From an optimization exercise on the open Yosys and OpenROAD flow, aimed at small area, a short achievable clock period and few clock cycles per item; shortcuts taken in it are not production practice.
The RTL was checked by simulation tests, not by an equivalence proof against the original design.
Power figures rest on the tool's default switching activity, not on a simulated workload.

==> design.v <==
package add_seq_pkg;
    localparam int unsigned ADDSEQ_N     = 64;
    localparam int unsigned ADDSEQ_WORDS = 4;
endpackage
module cla #(
    parameter int unsigned N = 256
) (
    input  logic [N-1:0] A,
    input  logic [N-1:0] B,
    input  logic         Cin,
    output logic [N-1:0] Sum,
    output logic         Cout
);
    assign {Cout, Sum} = {1'b0, A} + {1'b0, B} + {{N{1'b0}}, Cin};
endmodule
module add_seq_ctrl
#(
    parameter int unsigned N     = add_seq_pkg::ADDSEQ_N,
    parameter int unsigned WORDS = add_seq_pkg::ADDSEQ_WORDS
) (
    input  logic             clk,
    input  logic             rst,
    input  logic             in_valid,
    output logic             in_ready,
    input  logic [N*WORDS-1:0] a,
    input  logic [N*WORDS-1:0] b,
    input  logic             cin,
    input  logic             sub,
    output logic             out_valid,
    input  logic             out_ready,
    output logic [N*WORDS-1:0] sum,
    output logic             cout
);
    localparam int unsigned W = N * WORDS;
    logic [W-1:0] b_eff;
    logic         c_eff;
    logic [W-1:0] add_sum;
    logic         add_cout;
    assign b_eff = sub ? ~b : b;
    assign c_eff = sub | cin;
    cla #(.N(W)) u_cla (
        .A    (a),
        .B    (b_eff),
        .Cin  (c_eff),
        .Sum  (add_sum),
        .Cout (add_cout)
    );
    logic         out_valid_q;    
    logic         skid_valid_q;   
    logic         in_ready_q;     
    logic [W:0]   res_q;          
    logic [W:0]   skid_q;
    logic accept, load_out;
    assign accept   = in_valid & in_ready_q;
    assign load_out = ~out_valid_q | out_ready;
    always_ff @(posedge clk or posedge rst) begin
        if (rst) begin
            out_valid_q  <= 1'b0;
            skid_valid_q <= 1'b0;
            in_ready_q   <= 1'b1;
        end else begin
            if (load_out) begin
                out_valid_q  <= skid_valid_q | accept;
                skid_valid_q <= 1'b0;
                in_ready_q   <= 1'b1;
            end else if (accept) begin
                skid_valid_q <= 1'b1;
                in_ready_q   <= 1'b0;
            end
        end
    end
    always_ff @(posedge clk) begin
        if (load_out) res_q <= skid_valid_q ? skid_q : {add_cout, add_sum};
        if (!skid_valid_q) skid_q <= {add_cout, add_sum};
    end
    assign in_ready  = in_ready_q;
    assign out_valid = out_valid_q;
    assign sum       = res_q[W-1:0];
    assign cout      = res_q[W];
endmodule
==> run.sh <==
#!/bin/bash
# synth_recipe.tcl (not shown) runs the flow's synth.tcl, then flattens the netlist and writes it again
# the make line also repeats each setting of config.mk as NAME=value (left out here)
make -C /OpenROAD-flow-scripts/flow DESIGN_CONFIG=/design/flow/config.mk WORK_HOME=/design/flow/orfs CLKGATE_MAP_FILE= SYNTH_SCRIPT=/design/flow/synth_recipe.tcl finish
==> config.mk <==
export PLATFORM = sky130hd
export DESIGN_NAME = add_seq_ctrl
export DESIGN_NICKNAME = add_seq_ctrl
export VERILOG_FILES = /design/flow/design.v
export SDC_FILE = /design/flow/constraint.sdc
export NUM_CORES = 4
export LEC_CHECK = 0
export CAP_MARGIN = 20
export CORE_MARGIN = 2
export CORE_UTILIZATION = 40
export SLEW_MARGIN = 20
==> constraint.sdc <==
create_clock -name core_clock -period 28.0 [get_ports {clk}]
set_input_delay 5.6000 -clock core_clock [delete_from_list [all_inputs] [get_ports {clk}]]
set_output_delay 5.6000 -clock core_clock [all_outputs]
set_load 0.01 [all_outputs]
==> summary.txt <==
[synthesized netlist by cell type, types with 29 or more instances]
| cell | n |
|---|---|
| ha_1 | 255 |
| o21bai_1 | 87 |
| dfxtp_1 | 257 |
| a31oi_1 | 29 |
| inv_1 | 90 |
| clkbuf_1 | 187 |
| o21ai_1 | 30 |
| a21oi_1 | 490 |
| o21ai_0 | 528 |
| nand2_1 | 630 |
| o21a_1 | 47 |
| nor2_1 | 289 |
| xor2_1 | 350 |
| nand3_1 | 44 |
| nor4_1 | 30 |
| nor3_1 | 66 |
| xnor2_1 | 152 |
| nand4_1 | 167 |
| a21o_1 | 71 |
| edfxtp_1 | 257 |
[cell type report]
class / count / area (um2) / area share, %
inverter: 90 / 338 / 0.717
sequential: 517 / 12900 / 27.5
antenna: 7 / 17.5 / 0.0372
tap: 1176 / 1470 / 3.12
timing repair buffer: 795 / 7920 / 16.8
multi-input combinational: 3579 / 22400 / 47.5
clock inverter: 37 / 453 / 0.961
clock buffer: 72 / 1600 / 3.39
[per-stage QoR]
stage               power (mW)  utilization (%)
floorplan                 1.89                -
global placement          2.54             49.9
detailed placement        2.54             49.9
CTS                       3.38             52.2
global route              3.54             52.2
finish                    3.38             52.2
[worst max path at each step]
stage | startpoint | endpoint | slack (ns) | depth (start not counted)
floorplan | out_ready | res_q[0] | 15.53 | 1
global placement | sub | res_q[237] | 15.09 | 20
detailed placement | sub | res_q[237] | 15.04 | 20
CTS | sub | res_q[237] | 15.74 | 20
global route | sub | res_q[237] | 15.61 | 20
finish | sub | res_q[248] | 15.81 | 18
[flip-flops by register name, summed over array words and instances (netlist names)]
name	flops
skid_q	257
skid_valid_q	1
in_ready_q	1
out_valid_q	1
res_q	257
[cells by family after synthesis]
family | share of synthesized area (%)
compound gates | 23.5
xor+xnor | 12.0
fa+ha+maj | 8.84
buf+inv | 3.38
flops | 35.4
mux | 0.363
simple gates | 16.5
[worst register-to-register path, cell delays in order (launching register included)]
cell,delay (ns)
dfrtp_4,0.65
buf_4,0.48
buf_4,0.72
buf_4,0.82
o21ai_0,0.39
[metal layers]
metal  vias to the layer above  share of wire [%]  GRT usage [%]
li1                      17300                  -              -
met5                         -              0.099              0
met2                      1697                 46           56.6
met4                        26                3.7           11.1
met1                     17500                 42           44.3
met3                       270                7.8           5.97
[power groups by stage]
stage / clock [mW] / sequential [mW] / combinational (mW)
6_report: 0.828 / 1.19 / 1.37
5_1_grt: 0.866 / 1.21 / 1.46
4_1_cts: 0.839 / 1.19 / 1.35
3_5_place_dp: 0 / 1.20 / 1.34
3_3_place_gp: 0 / 1.19 / 1.35
2_1_floorplan: 0 / 1.23 / 0.656
==> out/qor.yml <==
status: "timing/DRC/antenna clean"
grt_pass1_vias: 35500
clockPowerShare_pct: 24.5
syn_avg_cell_area_um2: 8.27
nFillCells: 8731
synthArstFlopShare_pct: 0.580
hold_path_end: "skid_q[124]"
tightest_slew_ns: 1.13
syn_nets: 5192
combPwrFrac_pct: 40.5
rsz0062_at_grt: "false"
fp-row-count: 110
grt_max_degree: 98
overflow: 0
wl_per_cell_um: 26.4
r2r-start: "skid_valid_q"
r2r_cells: 4
yosysWarnings: 1
die_area_um2: 93800
post_cts_buffers: 0
hold-path-cell-count: 2
vias: 36700
setup_ws_ns: 15.81
max_cap_viol_count: 0
yosysTopAreaCell: "edfxtp_1"
root_buffer: "clkbuf_16"
final_common_cell: "clkdlybuf4s50_1"
clock_path_buffers: 3
hold_viol: 0
syn_area_um2: 36500
routed_via_density: 5.86
path_clk_slew_ns: 0.07
hp-class: "register to register"
finalNetCount: 5816
yosysSeqAreaShare_pct: 35.4
p_switching_mw: 1.26
tritoncts: "built"
synth_area_leaders: "edfxtp_1, dfxtp_1, ha_1, xor2_1, o21ai_0"
routabilityCongestion: 1.03
skew_ns: 0.0147
crit_fanout: 83
grt_pass1_wl_um: 238000
hold_buffers: 0
syn_to_final_growth_pct: 28.9
fin_cells: 6273
seqPwrFrac_pct: 35.1
irDropWorstVdd_uv: 55.3
place_area_um2: 45000
htree_levels: 2
r2r_slack_ns: 24.61
io_pins: 777
placed_cells: 6157
max_stage_delay_ns: 0.84
synth_top_cell_area_share_pct: 21.1
internal-power_mw: 2.12
cp.arrival_ns: 12.57
tns_ns: 0
cp.required_ns: 28.37
first_pass_iters: 6
start_util_pct: 40.5
dp_slack_ns: 15.04
critPathCaptureType: "register"
wirelength_um: 166000
worst-path-buf-inv: 3
cts_sinks: 517
crit_chain: "buf_8 > buf_4 > buf_6 > xor2_1 > ha_1 > a21oi_1 > o21ai_0 > a21oi_1 > o21ai_0 > a221oi_1 > o21ai_1 > a21oi_1 > nor3_2 > a41oi_1 > o21ai_1 > a221oi_1 > xor2_1 > o21ai_0"
timing.hold.ws_ns: 0.457
dr.first_iter.drc_count: 3391
die_w_um: 306
ant_nets: 0
max_freq_mhz: 82.0
slew_violations: 0
yosysUniqueCellTypes: 85
hold_start: "skid_q[124]"
drive_gt1_share_pct: 3.44
finalSetupViolCount: 0
cts_resized: 0
period_needed_ns: 12.19
io_buffers: 776
synth_ff_type: "edfxtp_1"
yosys_register_bits: 517
dpl.hpwl_um: 138000
clkLatencyLatePin_ns: 0.65
antenna_found_initial: 19
path_class: "primary input to register"
synth_cells: 4417
drc_errors: 0
slew_headroom_pct: 23.9
power_density_nw_per_um2: 71.8
synth-edff-count: 257
cts_buffers: 58
fin_crit_sh_pct: 43.6
grtUsageTotal_pct: 33.9
path_delay_family: "compound AO/OA/AOI/OAI gates"
core_um2: 90300
final_cell_area_um2: 47100
rr_endpoint: "res_q[152]"
cpMaxStageDelayCell: "a41oi_1"
cp-start-kind: "primary input"
swShare_pct: 37.3
die_h_um: 306
final_cell_mix: "clkdlybuf4s50_1, nand2_1, o21ai_0, a21oi_1, xor2_1"
cellLeakagePower_nw: 17.6
Testbench counts, summed over its fixed seeds: cycles 1,288, items 1,280.

==> static timing again, ports no longer ideal <==
The results above use ideal ports. As a check the final layout listed here was re-extracted and re-timed, cells and wires unchanged. Step 1 (the two cells are an assumption about what drives the block):
set clk [get_ports {clk}]
set_driving_cell -lib_cell sky130_fd_sc_hd__clkbuf_16 $clk
set_driving_cell -lib_cell sky130_fd_sc_hd__buf_2 [delete_from_list [all_inputs] $clk]
Step 2 adds t to the input delays and takes it off the output delays; t is the mean of the earliest and latest rising clock arrival at the registers after step 1. Input paths then give back, and output paths get back, about the clock's delay inside the block. Slacks: ideal / step 1 / step 2; pairs: ideal / step 1.
t, ns: 0.724
setup WS [ns]: 15.806 / 15.836 / 15.112
worst setup path after step 2: input to register
worst data-port slew with drivers (ns): 0.23
After both steps this run still meets setup and hold. The setup slack of this run moves by +0.030 ns with the drivers and by -0.694 ns with both steps.
